From an optimization exercise on the open Yosys and OpenROAD flow, aimed at small area and few clock cycles per item; shortcuts taken in it are not production practice.
Only simulation tests tie the RTL to the original design; equivalence was not proved.
Power is estimated from default activity; no workload was simulated.

--- flow/flow/run.sh ---
#!/bin/bash
set -euo pipefail
export CTS_ARGS="-sink_clustering_enable -repair_clock_nets -dont_use_dummy_load -sink_clustering_size 16 -sink_clustering_max_diameter 60 -buf_list sky130_fd_sc_hd__clkbuf_8"
bash standard.sh finish > flow_make.log 2>&1
--- flow/standard.sh ---
#!/bin/bash
# synth_recipe.tcl (not shown) runs the flow's synth.tcl, then flattens the netlist and writes it again
# the make line also repeats each setting of config.mk as NAME=value (left out here)
make -C /OpenROAD-flow-scripts/flow DESIGN_CONFIG=/design/flow/config.mk WORK_HOME=/design/flow/orfs CLKGATE_MAP_FILE= SYNTH_SCRIPT=/design/flow/synth_recipe.tcl "${@:-finish}"
--- flow/config.mk ---
export PLATFORM = sky130hd
export DESIGN_NAME = tlb_page_table_translator
export DESIGN_NICKNAME = tlb_page_table_translator
export VERILOG_FILES = /design/flow/design.v
export SDC_FILE = /design/flow/constraint.sdc
export NUM_CORES = 4
export LEC_CHECK = 0
export CAP_MARGIN = 10
export CORE_MARGIN = 2
export CORE_UTILIZATION = 70
export CTS_CLUSTER_DIAMETER = 50
export CTS_CLUSTER_SIZE = 25
export GPL_TIMING_DRIVEN = 0
export SLEW_MARGIN = 10
export SYNTH_HIERARCHICAL = 1
export SYNTH_MINIMUM_KEEP_SIZE = 0
--- flow/constraint.sdc ---
create_clock -name core_clock -period 6.0 [get_ports {clock}]
set_input_delay 1.2000 -clock core_clock [delete_from_list [all_inputs] [get_ports {clock}]]
set_output_delay 1.2000 -clock core_clock [all_outputs]
set_load 0.01 [all_outputs]
--- flow/design.v ---
`default_nettype none
package tlbpt_pkg;
   localparam int ADDR_BITS     = 16;
   localparam int OFFSET_BITS   = 8;
   localparam int TLB_ENTRIES   = 16;
   localparam int PAGE_COUNT    = 256;
   localparam int FRAME_BITS    = 8;
   localparam int FRAME_CTR_BITS = 9;
   localparam int COUNT_BITS    = 16;
   localparam int PAGE_IDX_BITS = $clog2(PAGE_COUNT);
   localparam int TLB_IDX_BITS  = $clog2(TLB_ENTRIES);
   typedef logic [PAGE_IDX_BITS-1:0] page_idx_type;
   typedef logic [FRAME_BITS-1:0]    frame_type;
   typedef struct packed {
      logic [ADDR_BITS-1:0] logical_address;
   } req_type;
   typedef struct packed {
      logic [ADDR_BITS-1:0]  physical_address;
      logic                  tlb_hit;
      logic                  page_fault;
      logic [COUNT_BITS-1:0] hit_count;
      logic [COUNT_BITS-1:0] fault_count;
   } rsp_type;
endpackage
`default_nettype wire
`default_nettype none
module tlb_page_table_translator (
   input  wire logic                            clock,
   input  wire logic                            reset,
   input  wire logic                            req_valid,
   output wire logic                            req_ready,
   input  wire logic [tlbpt_pkg::ADDR_BITS-1:0]  req_logical_address,
   output wire logic                            rsp_valid,
   input  wire logic                            rsp_ready,
   output wire logic [tlbpt_pkg::ADDR_BITS-1:0]  rsp_physical_address,
   output wire logic                            rsp_tlb_hit,
   output wire logic                            rsp_page_fault,
   output wire logic [tlbpt_pkg::COUNT_BITS-1:0] rsp_hit_count,
   output wire logic [tlbpt_pkg::COUNT_BITS-1:0] rsp_fault_count
);
   localparam int NP = tlbpt_pkg::PAGE_COUNT;
   localparam int NT = tlbpt_pkg::TLB_ENTRIES;
   localparam int FB = tlbpt_pkg::FRAME_BITS;
   localparam int OB = tlbpt_pkg::OFFSET_BITS;
   localparam int PB = tlbpt_pkg::PAGE_IDX_BITS;
   localparam int CB = tlbpt_pkg::COUNT_BITS;
   localparam int RB = FB + 1;    
   logic                    s1_valid_ff;
   tlbpt_pkg::page_idx_type s1_page_ff;
   logic [OB-1:0]           s1_offset_ff;
   logic                    accept;
   logic                    take;
   assign take      = s1_valid_ff && rsp_ready;
   assign req_ready = !s1_valid_ff || rsp_ready;
   assign accept    = req_valid && req_ready;
   always_ff @(posedge clock) begin
      if (reset) begin
         s1_valid_ff <= 1'b0;
      end else if (accept) begin
         s1_valid_ff <= 1'b1;
      end else if (take) begin
         s1_valid_ff <= 1'b0;
      end
   end
   always_ff @(posedge clock) begin
      if (accept) begin
         s1_page_ff   <= req_logical_address[OB +: PB];
         s1_offset_ff <= req_logical_address[OB-1:0];
      end
   end
   logic [NP-1:0][FB-1:0] pt_frame_ff;
   logic [NP-1:0]         pt_valid_ff;
   tlbpt_pkg::page_idx_type in_page;
   logic [15:0] sel_lo;       
   logic [15:0] sel_hi;       
   logic [15:0] wsel_lo;      
   logic [15:0] wsel_hi;      
   assign in_page = req_logical_address[OB +: PB];
   always_comb begin
      for (int i = 0; i < 16; i++) begin
         sel_lo[i]    = (in_page[3:0] == 4'(i));
         sel_hi[i]    = (in_page[7:4] == 4'(i));
         wsel_lo[i]   = (s1_page_ff[3:0] == 4'(i));
         wsel_hi[i]   = take && (s1_page_ff[7:4] == 4'(i));
      end
   end
   logic [15:0][RB-1:0] grp_n;     
   logic [RB-1:0]       rd;        
   for (genvar g = 0; g < 16; g++) begin : g_grp
      for (genvar b = 0; b < RB; b++) begin : g_bit
         logic [15:0] d;
         for (genvar l = 0; l < 16; l++) begin : g_row
            if (b == FB) begin : g_v
               assign d[l] = pt_valid_ff[g*16+l];
            end else begin : g_f
               assign d[l] = pt_frame_ff[g*16+l][b];
            end
         end
         logic [5:0] t_n;
         logic [1:0] h;
         tlbpt_aoi222 u_t0 (.a1(d[0]),  .a2(sel_lo[0]),  .b1(d[1]),  .b2(sel_lo[1]),
                            .c1(d[2]),  .c2(sel_lo[2]),  .y(t_n[0]));
         tlbpt_aoi222 u_t1 (.a1(d[3]),  .a2(sel_lo[3]),  .b1(d[4]),  .b2(sel_lo[4]),
                            .c1(d[5]),  .c2(sel_lo[5]),  .y(t_n[1]));
         tlbpt_aoi222 u_t2 (.a1(d[6]),  .a2(sel_lo[6]),  .b1(d[7]),  .b2(sel_lo[7]),
                            .c1(d[8]),  .c2(sel_lo[8]),  .y(t_n[2]));
         tlbpt_aoi222 u_t3 (.a1(d[9]),  .a2(sel_lo[9]),  .b1(d[10]), .b2(sel_lo[10]),
                            .c1(d[11]), .c2(sel_lo[11]), .y(t_n[3]));
         tlbpt_aoi222 u_t4 (.a1(d[12]), .a2(sel_lo[12]), .b1(d[13]), .b2(sel_lo[13]),
                            .c1(d[14]), .c2(sel_lo[14]), .y(t_n[4]));
         tlbpt_nand2  u_t5 (.a(d[15]), .b(sel_lo[15]), .y(t_n[5]));
         tlbpt_nand3  u_h0 (.a(t_n[0]), .b(t_n[1]), .c(t_n[2]), .y(h[0]));
         tlbpt_nand3  u_h1 (.a(t_n[3]), .b(t_n[4]), .c(t_n[5]), .y(h[1]));
         tlbpt_o21ai  u_g  (.a1(h[0]), .a2(h[1]), .b1(sel_hi[g]), .y(grp_n[g][b]));
      end
   end
   for (genvar b = 0; b < RB; b++) begin : g_rd
      logic [3:0] q;
      for (genvar k = 0; k < 4; k++) begin : g_q
         tlbpt_nand4 u_q (.a(grp_n[4*k][b]), .b(grp_n[4*k+1][b]), .c(grp_n[4*k+2][b]),
                          .d(grp_n[4*k+3][b]), .y(q[k]));
      end
      assign rd[b] = |q;
   end
   logic [FB:0]          next_frame_ff;    
   logic [RB-1:0]        rd_ff;
   logic                 fwd;
   logic                 fault;
   assign fwd = take && fault && (in_page == s1_page_ff);
   always_ff @(posedge clock) begin
      if (accept) begin
         rd_ff <= fwd ? {1'b1, next_frame_ff[FB-1:0]} : rd;
      end
   end
   tlbpt_pkg::frame_type pt_frame;
   logic                 pt_valid;
   assign {pt_valid, pt_frame} = rd_ff;
   tlbpt_pkg::page_idx_type tlb_page_ff [NT];
   logic [NT-1:0]           tlb_eq;
   logic                    tlb_match;
   for (genvar k = 0; k < NT; k++) begin : g_tlb
      tlbpt_eq8 u_eq (.a(tlb_page_ff[k]), .b(s1_page_ff), .y(tlb_eq[k]));
   end
   assign tlb_match = |tlb_eq;
   logic [CB-1:0]        hits_ff;
   logic [FB:0]          faults_next;
   logic [CB-1:0]        hits_next;
   logic                 hit;
   tlbpt_pkg::frame_type frame;
   assign hit   = pt_valid && tlb_match;
   assign fault = !pt_valid;
   assign frame = pt_valid ? pt_frame : next_frame_ff[FB-1:0];
   assign faults_next = fault ? next_frame_ff + 1'b1 : next_frame_ff;
   assign hits_next   = (hit && (hits_ff != '1)) ? hits_ff + 1'b1 : hits_ff;
   logic [NP-1:0] row_we;
   for (genvar g = 0; g < 16; g++) begin : g_wg
      for (genvar l = 0; l < 16; l++) begin : g_wr
         logic row_sel_n;
         tlbpt_nand2 u_sel (.a(wsel_hi[g]), .b(wsel_lo[l]), .y(row_sel_n));
         tlbpt_nor2  u_we  (.a(row_sel_n), .b(pt_valid_ff[g*16+l]), .y(row_we[g*16+l]));
      end
   end
   logic [NP-1:0][FB-1:0] pt_frame_d;
   for (genvar i = 0; i < NP; i++) begin : g_fd
      tlbpt_row_next u_d (.q(pt_frame_ff[i]), .keep({FB{pt_valid_ff[i]}}), .we({FB{row_we[i]}}),
                          .wd(next_frame_ff[FB-1:0]), .d(pt_frame_d[i]));
   end
   always_ff @(posedge clock) begin
      pt_frame_ff <= pt_frame_d;
   end
   always_ff @(posedge clock) begin
      if (reset) begin
         pt_valid_ff <= '0;
      end else begin
         pt_valid_ff <= pt_valid_ff | row_we;
      end
   end
   always_ff @(posedge clock) begin
      if (take && !hit) begin
         for (int k = NT - 1; k > 0; k--) tlb_page_ff[k] <= tlb_page_ff[k-1];
         tlb_page_ff[0] <= s1_page_ff;
      end
   end
   always_ff @(posedge clock) begin
      if (reset) begin
         next_frame_ff <= '0;
         hits_ff       <= '0;
      end else if (take) begin
         next_frame_ff <= faults_next;
         hits_ff       <= hits_next;
      end
   end
   assign rsp_valid            = s1_valid_ff;
   assign rsp_physical_address = {frame, s1_offset_ff};
   assign rsp_tlb_hit          = hit;
   assign rsp_page_fault       = fault;
   assign rsp_hit_count        = hits_next;
   assign rsp_fault_count      = CB'(faults_next);
endmodule
module tlbpt_aoi222 (
   input  wire logic a1, a2, b1, b2, c1, c2,
   output wire logic y
);
   assign y = !((a1 && a2) || (b1 && b2) || (c1 && c2));
endmodule
module tlbpt_row_next (
   input  wire logic [7:0] q,
   input  wire logic [7:0] keep,    
   input  wire logic [7:0] we,      
   input  wire logic [7:0] wd,
   output wire logic [7:0] d
);
   assign d = (q & keep) | (wd & we);
endmodule
module tlbpt_nand2 (
   input  wire logic a, b,
   output wire logic y
);
   assign y = !(a && b);
endmodule
module tlbpt_nand3 (
   input  wire logic a, b, c,
   output wire logic y
);
   assign y = !(a && b && c);
endmodule
module tlbpt_nand4 (
   input  wire logic a, b, c, d,
   output wire logic y
);
   assign y = !(a && b && c && d);
endmodule
module tlbpt_nor2 (
   input  wire logic a, b,
   output wire logic y
);
   assign y = !(a || b);
endmodule
module tlbpt_o21ai (
   input  wire logic a1, a2, b1,
   output wire logic y
);
   assign y = !((a1 || a2) && b1);
endmodule
module tlbpt_eq8 (
   input  wire logic [7:0] a,
   input  wire logic [7:0] b,
   output wire logic       y
);
   assign y = (a == b);
endmodule
`default_nettype wire
==> results of run 1 <==
-- modules after synthesis, one instance, submodules excluded --
| module | copies in the design | area [sq um] | flops+latches |
|---|---|---|---|
| tlb_page_table_translator | 1 | 55400 | 2483 |
| tlbpt_eq8 | 16 | 86.3 | 0 |
| tlbpt_row_next | 256 | 70.1 | 0 |
| tlbpt_aoi222 | 720 | 10.0 | 0 |
| tlbpt_nand4 | 36 | 6.26 | 0 |
| tlbpt_nand3 | 288 | 5.00 | 0 |
| tlbpt_o21ai | 144 | 5.00 | 0 |
| tlbpt_nand2 | 400 | 3.75 | 0 |
| tlbpt_nor2 | 256 | 3.75 | 0 |
-- cell usage after synthesis, types with 23 or more instances --
cell | number | area (sq um)
o21ai_1 | 144 | 721
nand2_1 | 419 | 1570
nor2_1 | 847 | 3180
a222oi_1 | 720 | 7210
nand3_1 | 296 | 1480
mux2_2 | 23 | 259
edfxtp_1 | 153 | 4590
a22o_1 | 2048 | 17900
xnor2_1 | 144 | 1260
nand4_1 | 74 | 463
clkbuf_1 | 54 | 203
nor3_1 | 37 | 185
dfxtp_1 | 2330 | 46600
-- cells by family after synthesis --
group | synth area share, %
AO/OA/AOI/OAI | 30.0
AND/OR/NAND/NOR | 8.58
flip-flops | 59.0
XOR/XNOR | 1.64
buffers and inverters | 0.360
other | 0.00432
adder cells (fa/ha/maj) | 0.0288
multiplexers | 0.375
-- power breakdown --
part / internal (mW) / switching (mW) / leakage, nW
logic: 0.230 / 0.529 / 13.7
clock network: 2.62 / 5.01 / 1.26
registers: 16.7 / 0.0377 / 20.2
-- worst max-delay path by stage --
stage | to | cells past startpoint
floorplan | rd_ff[0] | 8
global placement | rd_ff[4] | 9
detailed placement | rd_ff[6] | 14
CTS | rsp_hit_count[15] | 11
global route | rsp_hit_count[8] | 12
finish | rsp_hit_count[8] | 12
-- registers in the layout (all words and copies together) (netlist names) --
| signal | cells |
|---|---|
| pt_valid_ff | 256 |
| s1_valid_ff | 1 |
| pt_frame_ff | 2048 |
| s1_offset_ff | 8 |
| s1_page_ff | 8 |
| tlb_page_ff | 128 |
| next_frame_ff | 9 |
| hits_ff | 16 |
| rd_ff | 9 |
-- per-layer routing --
metal | vias up | track usage (%)
li1 | 31300 | -
met1 | 35600 | 58.5
met2 | 5392 | 62.8
met3 | 945 | 10.7
met4 | 16 | 21.7
met5 | - | 0
-- metrics by stage --
stage / total power, mW / setup TNS, ns / setup WS (ns) / instances
after floorplan: 17.4 / 0 / 0.144 / 7445
after global placement: 17.6 / -1462.41 / -5.34 / 9146
after detailed placement: 17.8 / -2.35 / -0.294 / 9336
after CTS: 25.1 / 0 / 0.255 / 9533
after global routing: 25.7 / 0 / 0.0969 / 9535
final: 25.1 / 0 / 0.148 / 9537
-- layout make-up --
cell class / instances / area [sq um] / area share (%)
plain buffers: 67 / 295 / 0.307
well taps: 1637 / 2050 / 2.13
diodes: 4 / 10.0 / 0.0104
multi-input cells: 4890 / 35600 / 37.0
repair buffers: 276 / 4500 / 4.68
inverters: 5 / 18.8 / 0.0195
flip-flops and latches: 2483 / 51300 / 53.3
clock buffers: 175 / 2410 / 2.50
==> reports/results.txt, run 1 <==
status: timing/DRC/antenna clean
core area: 0.123 sq mm
Pins Over Slew Limit: 0
period utilisation layout: 97.5%
cells after synthesis: 7439
number of vias per cell: 7.68
total gr overflow: 0
die area: 0.127 sq mm
CP delay by family, top: buffers and inverters
DR iter-0 viols: 14200
Avg Inst Size Synth: 11.7 sq um
DR WL met2: 122000 um
synthesized flop and latch total: 2483
r2r worst-path depth: 13
Layout Nets: 7920
Met1 Wirelength: 107000 um
CTS tree: built
Vert. Die Dim: 356 um
CTS Hold Bufs: 0
met3 wire len: 37400 um
fill count: 8048
CTS root buffer: clkbuf_8
Hold EP: tlb_page_ff[1][6]
max-cap viol count: 0
CP max-delay cell: o41ai_4
synthesized area: 0.0868 sq mm
RePlAce Congestion: 0.930
DPL Wire Length: 182000 um
CTS resizes: 0
DR DRC count: 0
reg-to-reg setup timing slack: 1.61 ns
Initial Util: 70.4%
I/O pins: 72
final instance area: 0.0962 sq mm
Crit. End Element: output port
critical path startpoint: s1_page_ff[4]
CP Max Fanout: 11
Buf/Inv on CP: 5
Critical Path Start Type: register
clock latency on the worst-skew pair: 0.96 ns
Tmin final: 5.85 ns
# setup viols final: 0
total global-route track usage: 42.6%
final wirelength: 282000 um
buffers added on ports: 64
via count: 73300
reg2reg start: s1_page_ff[4]
Clock Path Buffers: 3
top_reg_cell synth: dfxtp_1
crit path DAT: 4.65 ns
slowest cell delay on critical path: 0.72 ns
WS Path Type: reg -> out
Relative slew margins: 12.7%
Top Layer Used: met5
max frequency: 171 MHz
share of cells above drive strength 1: 6.19%
EDFF count, synth: 153
number of H-tree levels: 4
clock-pin slew on the worst setup and hold paths: 0.11 ns
Ys Warns: 9
required time of the worst setup path: 4.80 ns
placed inst area: 0.0935 sq mm
worst hold slack: 0.460 ns
wire length per cell: 29.6 um
Clock Sinks: 2483
initial antenna violation count: 12
RSZ-0062 raised after global routing: no
largest net degree at the start of global routing: 69
fin util: 78.0%
post-synthesis sequential area ratio: 59.0%
die width: 356 um
leakage power: 35.2 nW
VDD IR max: 0.000267 V
Pwr per Cell Area: 261 mW/mm^2
first-pass GRT wire length: 422000 um
Post-CTS Setup Repair Bufs: 22
Critical Path, Cell by Cell: buf_4 > buf_8 > xnor2_1 > nand4_1 > nor2_1 > or4_1 > o41ai_4 > buf_6 > buf_4 > nor2_1 > xor2_1 > clkdlybuf4s50_1
num rows: 129
ANT nets after route: 0
Clock Skew: 0.0571 ns
synthesis-to-finish area growth: 10.8%
commonest non-fill, non-tap cells in the layout: dfxtp_1, a22o_1, nor2_1, a222oi_1, nand2_1
Worst-Margin Slew: 1.30 ns
Final Hold Violating Endpoints: 0
reg-to-reg endpoint: tlb_page_ff[0][6]
synth unique cells: 44
vias in the first global route: 68300
most common cell after layout, fill and taps aside: dfxtp_1
Num CTS Buffers: 175
DR pass1 iterations: 14
Hold Path Stages: 0
worst min path class: reg -> reg
Async SR Flop Fraction: 0%
Hold Crit Start: tlb_page_ff[0][6]
Testbench counts, summed over its fixed seeds: cycles 32,008, items 32,000.
==> inputs of run 2 (changes only) <==
--- a/flow/config.mk
+++ b/flow/config.mk
@@ -5,12 +5,12 @@
 export SDC_FILE = /design/flow/constraint.sdc
 export NUM_CORES = 4
 export LEC_CHECK = 0
-export CAP_MARGIN = 10
+export CAP_MARGIN = 5
 export CORE_MARGIN = 2
 export CORE_UTILIZATION = 70
 export CTS_CLUSTER_DIAMETER = 50
 export CTS_CLUSTER_SIZE = 25
 export GPL_TIMING_DRIVEN = 0
-export SLEW_MARGIN = 10
+export SLEW_MARGIN = 5
 export SYNTH_HIERARCHICAL = 1
 export SYNTH_MINIMUM_KEEP_SIZE = 0
==> run 2 against run 1 <==
Net effect: now fails the layout checks on capacitance limit, slew limit; die area did not move; utilization decreased by 0.087 points; maximum frequency is 1.4% higher; final cell count about the same; sequential cell count unchanged; non-clock buffer count decreased by 11; cell area is 0.11% lower; area after synthesis unchanged; combinational power shrank 0.5%; critical endpoint is now rsp_hit_count[15]; highest routed layer unchanged.
==> reports/results.txt, run 2 <==
CP max-delay cell: o41ai_4
number of vias per cell: 7.67
vias in the first global route: 68800
Pwr per Cell Area: 261 mW/mm^2
# setup viols final: 0
final instance area: 0.0961 sq mm
DR pass1 iterations: 15
Pins Over Slew Limit: 11
post-synthesis sequential area ratio: 59.0%
Layout Nets: 7909
VDD IR max: 0.000262 V
EDFF count, synth: 153
most common cell after layout, fill and taps aside: dfxtp_1
Vert. Die Dim: 356 um
Clock Sinks: 2483
Ys Warns: 9
total global-route track usage: 42.8%
crit path DAT: 4.57 ns
Worst-Margin Slew: 1.52 ns
Biggest register: pt_frame_ff
Crit. End Element: output port
Flop pwr share: 66.5%
slowest cell delay on critical path: 0.76 ns
worst min path class: reg -> reg
clock-pin slew on the worst setup and hold paths: 0.10 ns
I/O pins: 72
final wirelength: 282000 um
leakage power: 35.1 nW
CTS root buffer: clkbuf_8
Tmin final: 5.77 ns
largest family of logic cells by synthesized area: compound AO/OA/AOI/OAI gates
top flop regs: pt_frame_ff (2048), pt_valid_ff (256), tlb_page_ff (128)
buffers added on ports: 64
WS Path Type: reg -> out
Initial Util: 70.4%
Commonest cells post-synth: dfxtp_1, a22o_1, nor2_1
DPL Wire Length: 182000 um
CP Max Fanout: 17
Buf/Inv on CP: 4
Clock Path Buffers: 3
synthesized area: 0.0868 sq mm
top-area cell type share of the netlist area: 53.7%
CTS Hold Bufs: 0
Yosys top cell by area: dfxtp_1
clock latency on the worst-skew pair: 0.96 ns
num rows: 129
max frequency: 173 MHz
synthesized flop and latch total: 2483
cells after synthesis: 7439
pre-CTS setup slack: -0.388 ns
top_reg_cell synth: dfxtp_1
Relative slew margins: -1.46%
fin worst setup slack: 0.230 ns
simple-gate area share of the yosys netlist: 8.58%
CP delay by family, top: buffers and inverters
Synth Area in Compound Gates: 30.0%
DR iter-0 viols: 13900
commonest non-fill, non-tap cells in the layout: dfxtp_1, a22o_1, nor2_1, a222oi_1, nand2_1
share of cells above drive strength 1: 5.99%
DR DRC count: 0
die width: 356 um
Critical Path, Cell by Cell: buf_12 > buf_4 > xnor2_1 > nand4_1 > nor2_1 > or4_1 > o41ai_4 > buf_2 > nor4_1 > xnor2_1 > clkdlybuf4s50_1
largest net degree at the start of global routing: 70
fin util: 77.9%
max reg flops: 2048
top cells by area, synth: dfxtp_1, a22o_1, a222oi_1
Critical Path Start Type: register
total gr overflow: 0
Clock Skew: 0.0539 ns
wire length per cell: 29.6 um
Crit path top cell by count: xnor2_1
required time of the worst setup path: 4.80 ns
multiplexer share of the synthesized area: 0.375%
synth unique cells: 44
period utilisation layout: 96.2%
post-synthesis adder-cell area fraction: 0.0288%
die area: 0.127 sq mm
internal power: 19.5 mW
Switching Fraction: 22.3%
RePlAce Congestion: 0.930
CTS resizes: 0
Tot Pwr: 25.1 mW
Num CTS Buffers: 175
number of H-tree levels: 4
worst hold slack: 0.476 ns
initial antenna violation count: 8
via count: 73100
ANT nets after route: 0
synthesis-to-finish area growth: 10.7%
most frequent cell after synthesis: dfxtp_1
CTS tree: built
logic gate share of total power: 3.0%
RSZ-0062 raised after global routing: no
placed inst area: 0.0934 sq mm
status: failed layout checks
Clk pwr share: 30.5%
max-cap viol count: 1
core area: 0.123 sq mm
Layout Check Fails: capacitance limit, slew limit
Async SR Flop Fraction: 0%
Avg Inst Size Synth: 11.7 sq um
first-pass GRT wire length: 423000 um
xor and xnor area share after synthesis: 1.64%
Sw Pwr: 5.60 mW
Final Hold Violating Endpoints: 0
==> run 2: cell types whose count changed in the layout (fill, tap and decap cells not counted), sizes merged <==
cell and delta:
buf -11, diode +2
==> run 2: per-module statistics from Yosys, one instance, submodules excluded <==
module / flops+latches / times used
tlbpt_row_next: 0 / 256
tlbpt_nand2: 0 / 400
tlbpt_nand3: 0 / 288
tlbpt_nor2: 0 / 256
tlb_page_table_translator: 2483 / 1
tlbpt_aoi222: 0 / 720
tlbpt_eq8: 0 / 16
tlbpt_nand4: 0 / 36
tlbpt_o21ai: 0 / 144
==> run 2: area by class of cell <==
type | count | area [sq um]
Tap cell | 1637 | 2050
Multi-Input combinational cell | 4890 | 35600
Clock buffer | 175 | 2410
Buffer | 67 | 294
Antenna cell | 6 | 15.0
Sequential cell | 2483 | 51300
Inverter | 5 | 18.8
Timing Repair Buffer | 265 | 4410
Fill cell | 8025 | 27200
==> run 2: worst paths after layout <==
kind	startpoint	endpoint	slack [ns]	depth (start not counted)
setup / recovery	s1_page_ff[2]	rsp_hit_count[15]	0.23	11
hold / removal	tlb_page_ff[8][0]	tlb_page_ff[9][0]	0.48	0
hold reg to reg	tlb_page_ff[8][0]	tlb_page_ff[9][0]	0.48	0
setup reg to reg	s1_valid_ff	pt_frame_ff[1835]	1.48	9
==> run 2: stage by stage <==
step,std cells,TNS (ns)
floorplan,7445,0
global placement,9146,-1462.41
detailed placement,9328,-3.01
CTS,9521,0
global route,9523,0
finish,9528,0
==> run 2: power groups by stage <==
| stage | registers [mW] | logic (mW) | clock network (mW) |
|---|---|---|---|
| 6_report | 16.7 | 0.755 | 7.65 |
| 4_1_cts | 16.7 | 0.717 | 7.67 |
| 3_5_place_dp | 17.1 | 0.666 | 0 |
| 5_1_grt | 16.7 | 0.761 | 8.25 |
| 2_1_floorplan | 17.1 | 0.266 | 0 |
| 3_3_place_gp | 17.1 | 0.496 | 0 |
==> run 2: metal layers <==
metal | up-vias | GRT usage (%) | part of all wire (%)
met3 | 906 | 11.3 | 14
met1 | 35600 | 58.4 | 37
met5 | - | 0.444 | 0.047
met2 | 5330 | 63.4 | 43
met4 | 12 | 21.2 | 5.6
li1 | 31300 | - | -
==> run 2: what timing repair did <==
item                                    4_1_cts  5_1_grt
endpoints found under the setup margin       17        0
endpoints found under the hold margin         0        0
buffers inserted                             18        0
==> run 2: cell families after synthesis <==
family                     after synthesis
adders and majority gates                2
other                                    1
buffers and inverters                   72
DFF                                   2483
xor gates and xnor gates               163
muxes                                   29
and+or+nand+nor                       1753
AOI/OAI and AO/OA                     2936
==> inputs of run 3 (changes only) <==
==> flow/flow/run.sh (replaced) <==
#!/bin/bash
set -euo pipefail
export CTS_ARGS="-sink_clustering_enable -repair_clock_nets -dont_use_dummy_load -sink_clustering_size 16 -sink_clustering_max_diameter 60 -buf_list sky130_fd_sc_hd__clkbuf_8"
export BUFFER_PORTS_ARGS="-buffer_cell sky130_fd_sc_hd__buf_1"
bash standard.sh finish > flow_make.log 2>&1
--- a/flow/config.mk
+++ b/flow/config.mk
@@ -5,12 +5,12 @@
 export SDC_FILE = /design/flow/constraint.sdc
 export NUM_CORES = 4
 export LEC_CHECK = 0
-export CAP_MARGIN = 5
+export CAP_MARGIN = 10
 export CORE_MARGIN = 2
 export CORE_UTILIZATION = 70
 export CTS_CLUSTER_DIAMETER = 50
 export CTS_CLUSTER_SIZE = 25
 export GPL_TIMING_DRIVEN = 0
-export SLEW_MARGIN = 5
+export SLEW_MARGIN = 10
 export SYNTH_HIERARCHICAL = 1
 export SYNTH_MINIMUM_KEEP_SIZE = 0
==> run 3 against run 2 <==
Net effect: the run now finishes clean; worst hold slack got worse by 0.033 ns; non-clock buffer count increased by 7; synthesized cell count unchanged; cell area decreased by 0.52%; critical path depth decreased by 1.
==> reports/results.txt, run 3 <==
total gr overflow: 0
Crit. End Element: output port
leakage power: 34.9 nW
DR pass1 iterations: 14
Hold EP: s1_offset_ff[4]
total global-route track usage: 42.3%
Pins Over Slew Limit: 0
largest net degree at the start of global routing: 65
ANT nets after route: 0
Worst-Margin Slew: 1.36 ns
Clock Path Buffers: 3
DPL Wire Length: 180000 um
wire length per cell: 29.3 um
max frequency: 168 MHz
CTS resizes: 0
Sw Pwr: 5.59 mW
CP Max Fanout: 18
initial antenna violation count: 8
synth unique cells: 44
most common cell after layout, fill and taps aside: dfxtp_1
Num CTS Buffers: 175
die width: 356 um
Switching Fraction: 22.3%
number of vias per cell: 7.62
Tot Pwr: 25.1 mW
required time of the worst setup path: 4.80 ns
fin util: 77.5%
Yosys top cell by area: dfxtp_1
EDFF count, synth: 153
reg2reg start: s1_page_ff[6]
max-cap viol count: 0
Clock Sinks: 2483
number of H-tree levels: 4
period utilisation layout: 99.2%
CTS root buffer: clkbuf_8
Hold Crit Start: req_logical_address[4]
post-synthesis sequential area ratio: 59.0%
CTS Hold Bufs: 0
first-pass GRT wire length: 419000 um
Avg Inst Size Synth: 11.7 sq um
buffers added on ports: 64
top flop regs: pt_frame_ff (2048), pt_valid_ff (256), tlb_page_ff (128)
Flop pwr share: 66.7%
WS Path Type: reg -> out
status: timing/DRC/antenna clean
Commonest cells post-synth: dfxtp_1, a22o_1, nor2_1
Final Hold Violating Endpoints: 0
via count: 72700
DR iter-0 viols: 14200
core area: 0.123 sq mm
logic gate share of total power: 2.8%
Pwr per Cell Area: 262 mW/mm^2
top_reg_cell synth: dfxtp_1
synthesized flop and latch total: 2483
register area: 0.0513 sq mm
die area: 0.127 sq mm
crit path DAT: 4.75 ns
synthesized area: 0.0868 sq mm
final wirelength: 279000 um
clock-pin slew on the worst setup and hold paths: 0.10 ns
I/O pins: 72
DR DRC count: 0
fill count: 8160
Biggest register: pt_frame_ff
worst min path class: in -> reg
Clock Skew: 0.0636 ns
Async SR Flop Fraction: 0%
r2r worst-path depth: 11
Critical Path Start Type: register
Tmin final: 5.95 ns
num rows: 129
multi-input logic area: 0.0356 sq mm
top-area cell type share of the netlist area: 53.7%
max reg flops: 2048
Clk pwr share: 30.5%
clock latency on the worst-skew pair: 0.97 ns
share of cells above drive strength 1: 6.12%
Relative slew margins: 8.60%
reg-to-reg setup timing slack: 1.18 ns
vias in the first global route: 67900
reg-to-reg endpoint: tlb_page_ff[1][3]
Ys Warns: 9
RePlAce Congestion: 0.912
top cells by area, synth: dfxtp_1, a22o_1, a222oi_1
Layout Nets: 7916
Vert. Die Dim: 356 um
CTS tree: built
internal power: 19.5 mW
most frequent cell after synthesis: dfxtp_1
cells after synthesis: 7439
Hold Path Stages: 1
setup TNS: 0 ns
synthesis-to-finish area growth: 10.1%
VDD IR max: 0.000277 V
# setup viols final: 0
commonest non-fill, non-tap cells in the layout: dfxtp_1, a22o_1, nor2_1, a222oi_1, nand2_1
Initial Util: 70.4%
[run 3: cell counts after synthesis]
No cell type changed its count.
[run 3: worst max-delay path: stages, from the launching register on]
cell	delay [ns]
edfxtp_1	1.10
xnor2_1	0.22
nand4_1	0.16
nor2_1	0.05
or4_1	0.58
o41ai_4	0.78
buf_6	0.24
buf_4	0.20
nor2_1	0.07
xor2_1	0.20
buf_1	0.18
[run 3: routing by layer]
metal / share of wire (%) / global-route usage (%) / up-vias
met2: 43 / 61.3 / 5133
met1: 39 / 59.2 / 35400
met5: 0.014 / 0 / -
met3: 13 / 10.7 / 805
met4: 5.3 / 20.6 / 6
li1: - / - / 31400
[run 3: worst max path at each step]
stage / startpoint / end / slack (ns)
after floorplan: req_logical_address[8] / rd_ff[0] / 0.14
after global placement: req_logical_address[9] / rd_ff[6] / -4.93
after detailed placement: req_logical_address[8] / rd_ff[5] / 0.06
after CTS: s1_page_ff[2] / rsp_hit_count[12] / 0.01
after global routing: s1_page_ff[6] / rsp_hit_count[14] / -0.05
final: s1_page_ff[6] / rsp_hit_count[12] / 0.05
[run 3: timing repair]
item / in CTS / in global routing
cloned: 0 / 0
setup buffers: 2 / 16
endpoints found under the setup margin: 7 / 10
[run 3: area by class of cell]
cell class | count | share of cell area, %
clock buffers | 175 | 2.52
multi-input cells | 4890 | 37.3
diodes | 15 | 0.0393
plain buffers | 67 | 0.309
flip-flops and latches | 2483 | 53.6
repair buffers | 272 | 4.05
well taps | 1637 | 2.14
inverters | 5 | 0.0196
[run 3: metrics by stage]
step | hold WS (ns) | instance area [sq um] | instances | setup WS (ns)
after global routing | 0.433 | 95500 | 9534 | -0.0488
after CTS | 0.397 | 95300 | 9511 | 0.0140
final | 0.443 | 95600 | 9544 | 0.0495
after detailed placement | 0.456 | 92900 | 9334 | 0.0637
after floorplan | 0.449 | 87000 | 7445 | 0.144
after global placement | 0.450 | 89200 | 9146 | -4.93
[run 3: Yosys stat by module (local to each module, per instance), excerpt]
module / flip-flops and latches / copies in the design / area [sq um] / cells inside
tlbpt_nand2: 0 / 400 / 3.75 / 1
tlbpt_nand4: 0 / 36 / 6.26 / 1
tlbpt_nor2: 0 / 256 / 3.75 / 1
tlbpt_o21ai: 0 / 144 / 5.00 / 1
tlbpt_aoi222: 0 / 720 / 10.0 / 1
tlbpt_nand3: 0 / 288 / 5.00 / 1
tlbpt_row_next: 0 / 256 / 70.1 / 8
tlb_page_table_translator: 2483 / 1 / 55400 / 3371
[run 3: logic make-up after synthesis]
family | after synthesis | synth area share [%]
and+or+nand+nor | 1753 | 8.58
muxes | 29 | 0.375
AOI/OAI and AO/OA | 2936 | 30.0
xor gates and xnor gates | 163 | 1.64
DFF | 2483 | 59.0
buffers and inverters | 72 | 0.360
adders and majority gates | 2 | 0.0288
other | 1 | 0.00432
[run 3: power groups by stage]
stage	registers, mW	logic (mW)	clock network (mW)
after floorplan	17.1	0.266	0
after global placement	17.1	0.475	0
after detailed placement	17.1	0.636	0
after CTS	16.7	0.644	7.66
after global routing	16.7	0.712	8.29
final	16.7	0.706	7.65

re-timing with driven ports:
The flow's constraints put no driver on any port. The routed layouts listed below were extracted and timed again, unchanged, in two steps.
Step 1 assumes that a clkbuf_16 drives the clock port and a buf_2 every other input.
Step 2, shift: input delay + t, output delay - t, t = (earliest + latest rising clock arrival at the registers) / 2. This alone moves slack from input paths to output paths.
a / b / c = ideal / step 1 / step 2; a / b = the first two.
run | shift t [ns] | setup slack, ns | worst setup path after step 2 | slew at the worst register clock pin (ns) | cell pins on the clock port's net
run 1 | 1.009 | 0.148 / 0.072 / -0.717 | input to register | 0.11 / 0.11 | 1
run 2 | 1.008 | 0.230 / 0.153 / -0.673 | input to register | 0.11 / 0.11 | 1
run 3 | 1.014 | 0.050 / -0.025 / -0.403 | input to register | 0.11 / 0.11 | 1
For run 2, which loses most, drivers alone change the setup slack by -0.077 ns; drivers and shift together by -0.903 ns.
